Context: an optimization exercise on an open-source flow, tuned for a short achievable clock period and few clock cycles. The choices shown serve that exercise and are no tape-out recipe.
Where RTL was checked, it was by simulation tests only, not by an equivalence proof against the original.
Power and IR drop assume default switching activity. No driver is modelled on the clock port, so clocking that relies on it looks cheaper here than on a real chip.

## rs485_half_duplex_frame_buffer_top
module rs485_half_duplex_frame_buffer_top #(
   parameter int BUFFER_DEPTH = 64
) (
   input  logic                            clock,
   input  logic                            reset,
   input  logic                            req_valid,
   output logic                            req_stall,
   input  logic [rs485_pkg::MODE_W-1:0]    req_mode,
   input  logic [rs485_pkg::DATA_W-1:0]    req_data,
   input  logic                            req_last,
   input  logic [rs485_pkg::LIMIT_W-1:0]   req_read_limit,
   output logic                            rsp_valid,
   input  logic                            rsp_stall,
   output logic [rs485_pkg::KIND_W-1:0]    rsp_kind,
   output logic [rs485_pkg::DATA_W-1:0]    rsp_byte_out,
   output logic                            rsp_final_res,
   output logic                            rsp_driver_enable,
   output logic [rs485_pkg::COUNT_W-1:0]   rsp_byte_count,
   input  logic                            csr_wr_en,
  ...
For scale: about 4900 cells after synthesis, roughly 70 I/O pins.
export LEC_CHECK = 0
export ABC_CLOCK_PERIOD_IN_PS = 1600
export CAP_MARGIN = 20
export CORE_MARGIN = 2
export CORE_UTILIZATION = 65
export PLACE_DENSITY = 0.7
export SETUP_SLACK_MARGIN = 2.8
export SLEW_MARGIN = 20
export TNS_END_PERCENT = 20
create_clock -name core_clock -period 4.6 [get_ports {clock}]
standard.sh (not shown) runs the stock make flow with config.mk's settings and CLKGATE_MAP_FILE= SYNTH_SCRIPT=/design/flow/synth_recipe.tcl, a recipe that flattens the netlist after the stock synthesis.
==> flow/flow/run.sh <==
#!/bin/bash
# The standard ORFS layout, with three changes to how it is built:
#  - the port buffers are sky130_fd_sc_hd__buf_4 cells instead of the
#    delay-cell buffers buffer_ports picks by default;
#  - the resizer may change a cell to any cell of the same function
#    (MATCH_CELL_FOOTPRINT=0), not only one with the same footprint;
#  - clock tree synthesis clusters up to 30 sinks within 100 um per leaf
#    buffer and adds no dummy loads, which gives a tree with fewer levels and
#    a shorter insertion delay for every register alike.
# The whole make output goes to standard_flow.log; ORFS keeps each step's log
# under orfs/logs/.
set -euo pipefail
bash standard.sh "BUFFER_PORTS_ARGS=-buffer_cell sky130_fd_sc_hd__buf_4" \
   MATCH_CELL_FOOTPRINT=0 \
   "CTS_ARGS=-sink_clustering_enable -repair_clock_nets -sink_clustering_size 30 -sink_clustering_max_diameter 100 -dont_use_dummy_load" \
   finish > standard_flow.log 2>&1
Testbench counts at the start, summed over its fixed seeds: cycles 9,281.
Next try:
--- a/flow/design.v
+++ b/flow/design.v
@@ -99,32 +99,34 @@
    logic                  ph_rx_ff, ph_tx_ff, ph_dr_ff;
    logic                  ph_rx_in, ph_tx_in, ph_dr_in;
    logic                  driving_ff, driving_in;
    logic [CW-1:0]         tx_cnt_ff, tx_cnt_in;
    logic [D-1:0]          tx_oh_ff, tx_oh_in;
    logic [CW-1:0]         rx_len_ff, rx_len_in;
    logic [D-1:0]          rx_oh_ff, rx_oh_in;
    logic [15:0]           idle_ff, idle_in;
    logic [16:0]           idle_p1_ff, idle_p1_in;   
    logic                  ige_ff, ige_in;
+   logic                  g_ff, g_in, g_new;        
    logic [TIMEOUT_W-1:0]  timeout_ff;
    logic                  tmo_z_ff;                 
    logic [CW-1:0]         rem_ff, rem_in;           
    logic [CW-1:0]         total_ff, total_in;
    logic                  o_valid_ff, s_valid_ff, s_valid_in;   
    logic                  o_empty_ff;                           
    logic [RW-1:0]         o_ff, s_ff, b_ff, o_new;
    logic                  o_hold, o_valid_in;
    logic                  ready, proc, strm, produce;
    logic                  go_wr, go_rdfr, go_rx, go_txb, go_txe, go_txd, go_tick, go_rdz;
    logic                  tx_full, rem_ge2, rem_ge3, rem_2;
    logic                  tx_nz, rx_nz, rx_1, rx_ge2;   
+   logic                  tx_nz_in, rx_nz_in, rx_1_in, rx_ge2_in;
    logic                  n_nz, n_1, n_ge2, idle_clr, idle_inc;
    logic [CW-1:0]         n, tx_new, rx_len_p1;
    logic [RW-1:0]         p;
    logic [KIND_W-1:0]     p_kind;
    logic [DATA_W-1:0]     p_byte;
    logic                  p_final;
    logic [COUNT_W-1:0]    p_count;
    logic [DATA_W-1:0]     tx_h0, tx_h1, tx_h2, rx_h0, rx_h1, rx_h2;
    logic [DATA_W-1:0]     wdata_q;                  
    logic                  tx_wpend_ff, tx_spend_ff, rx_wpend_ff, rx_spend_ff;
@@ -213,29 +215,41 @@
          rx_oh_in  = {rx_oh_ff[D-2:0], rx_oh_ff[D-1]};
       end
       if (go_rdfr) begin
          rx_len_in = '0;
          rx_oh_in  = D'(1);
       end
       idle_clr   = go_rx || go_rdz;
       idle_inc   = go_tick && !idle_p1_ff[16];
       idle_in    = idle_clr ? 16'd0 : idle_inc ? idle_p1_ff[15:0] : idle_ff;
       idle_p1_in = idle_clr ? 17'd1 : idle_inc ? 17'(idle_p1_ff + 1'b1) : idle_p1_ff;
-      if (!ready) begin
-         ige_in = ige_ff;
+      if (idle_clr) begin
+         g_new = tmo_z_ff;
+      end else if (idle_inc) begin
+         g_new = g_ff || (idle_p1_ff == {1'b0, timeout_ff});
+      end else begin
+         g_new = g_ff;
+      end
+      ige_in = ready ? g_new : ige_ff;
+      if (!csr_wr_en) begin
+         g_in = g_new;
       end else if (idle_clr) begin
-         ige_in = tmo_z_ff;
+         g_in = (csr_wr_data == '0);
       end else if (idle_inc) begin
-         ige_in = ({1'b0, timeout_ff} <= idle_p1_ff);
+         g_in = ({1'b0, csr_wr_data} <= idle_p1_ff);
       end else begin
-         ige_in = (timeout_ff <= idle_ff);
+         g_in = (csr_wr_data <= idle_ff);
       end
+      tx_nz_in  = go_wr || (tx_nz && !go_txd && !(go_txb && tx_cnt_ff == CW'(1)));
+      rx_nz_in  = go_rx || (rx_nz && !go_rdfr);
+      rx_1_in   = go_rx ? (rx_len_ff[CW-1] || !rx_nz) : (rx_1 && !go_rdfr);
+      rx_ge2_in = go_rx ? (rx_nz && !rx_len_ff[CW-1]) : (rx_ge2 && !go_rdfr);
       lim_hi_in = (req_read_limit[LIMIT_W-1:CW] != '0);
       if (!ready) begin
          le_in = le_ff;
       end else if (go_rx && rx_len_ff[CW-1]) begin
          le_in = lim_hi_in || (req_read_limit[CW-1:0] != '0);
       end else if (go_rx) begin
          le_in = lim_hi_in || (rx_len_ff < req_read_limit[CW-1:0]);
       end else if (go_rdfr) begin
          le_in = 1'b1;
       end else begin
@@ -331,42 +345,44 @@
          ph_tx_ff   <= 1'b0;
          ph_dr_ff   <= 1'b0;
          driving_ff <= 1'b0;
          tx_cnt_ff  <= '0;
          tx_oh_ff   <= D'(1);
          rx_len_ff  <= '0;
          rx_oh_ff   <= D'(1);
          idle_ff    <= '0;
          idle_p1_ff <= 17'd1;
          ige_ff     <= 1'b0;
+         g_ff       <= csr_wr_en && (csr_wr_data == '0);
          le_ff      <= 1'b1;
          tx_nz      <= 1'b0;
          rx_nz      <= 1'b0;
          rx_1       <= 1'b0;
          rx_ge2     <= 1'b0;
       end else begin
          ph_rx_ff   <= ph_rx_in;
          ph_tx_ff   <= ph_tx_in;
          ph_dr_ff   <= ph_dr_in;
          driving_ff <= driving_in;
          tx_cnt_ff  <= tx_cnt_in;
          tx_oh_ff   <= tx_oh_in;
          rx_len_ff  <= rx_len_in;
          rx_oh_ff   <= rx_oh_in;
          idle_ff    <= idle_in;
          idle_p1_ff <= idle_p1_in;
          ige_ff     <= ige_in;
+         g_ff       <= g_in;
          le_ff      <= le_in;
-         tx_nz      <= (tx_cnt_in != '0);
-         rx_nz      <= (rx_len_in != '0);
-         rx_1       <= (rx_len_in == CW'(1));
-         rx_ge2     <= (rx_len_in[CW-1:1] != '0);
+         tx_nz      <= tx_nz_in;
+         rx_nz      <= rx_nz_in;
+         rx_1       <= rx_1_in;
+         rx_ge2     <= rx_ge2_in;
       end
    end
    always_ff @(posedge clock) begin
       if (ready) begin
          r_data    <= req_data;
          r_last    <= req_last;
          r_lim     <= req_read_limit[CW-1:0];
          r_lim_z   <= (req_read_limit == '0);
          r_lim_1   <= (req_read_limit == 16'd1);
          r_lim_ge2 <= (req_read_limit[LIMIT_W-1:1] != '0);
Outcome: The changed run produced a clean layout; register-to-register slack is about the same; die area stays flat; count of clock-buffer cells in the layout stays the same; sequential share of layout area went up by 0.44 points; cell area went down slightly; cell count went down slightly; power barely changes; worst setup slack degrades by 0.0089 ns; via count went down slightly; sequential power stays flat; clock skew went up by 0.0061 ns; utilization went down by 0.46 points; routed wire length went down by a few percent.
Function not checked in the second run of this note: the RTL went through the layout flow alone.

[separate check: timing with driven ports]
The results above use ideal ports. As a check the final layouts listed here were re-extracted and re-timed, cells and wires unchanged.
Step 1 sets driving cells, clkbuf_16 on the clock port and buf_2 on the other inputs (assumed; they add their load-dependent delay and slew).
Step 2 times the ports against the registers' clock, not the clock port: input delays grow and output delays shrink by t, the midpoint of the rising clock arrivals with the driver on.
Slacks: ideal / step 1 / step 2; pairs: ideal / step 1.
run	t, ns	slack for setup (ns)	worst register clock-pin slew, ns	worst slew at a driven data input, ns
the first run	0.718	2.526 / 2.498 / 2.303	0.12 / 0.12	0.05
the second run	0.701	2.517 / 2.475 / 1.919	0.12 / 0.12	0.05
After both steps every run listed still meets setup and hold. For the second run, which loses most, drivers alone change the setup slack by -0.042 ns; drivers and shift together by -0.598 ns.
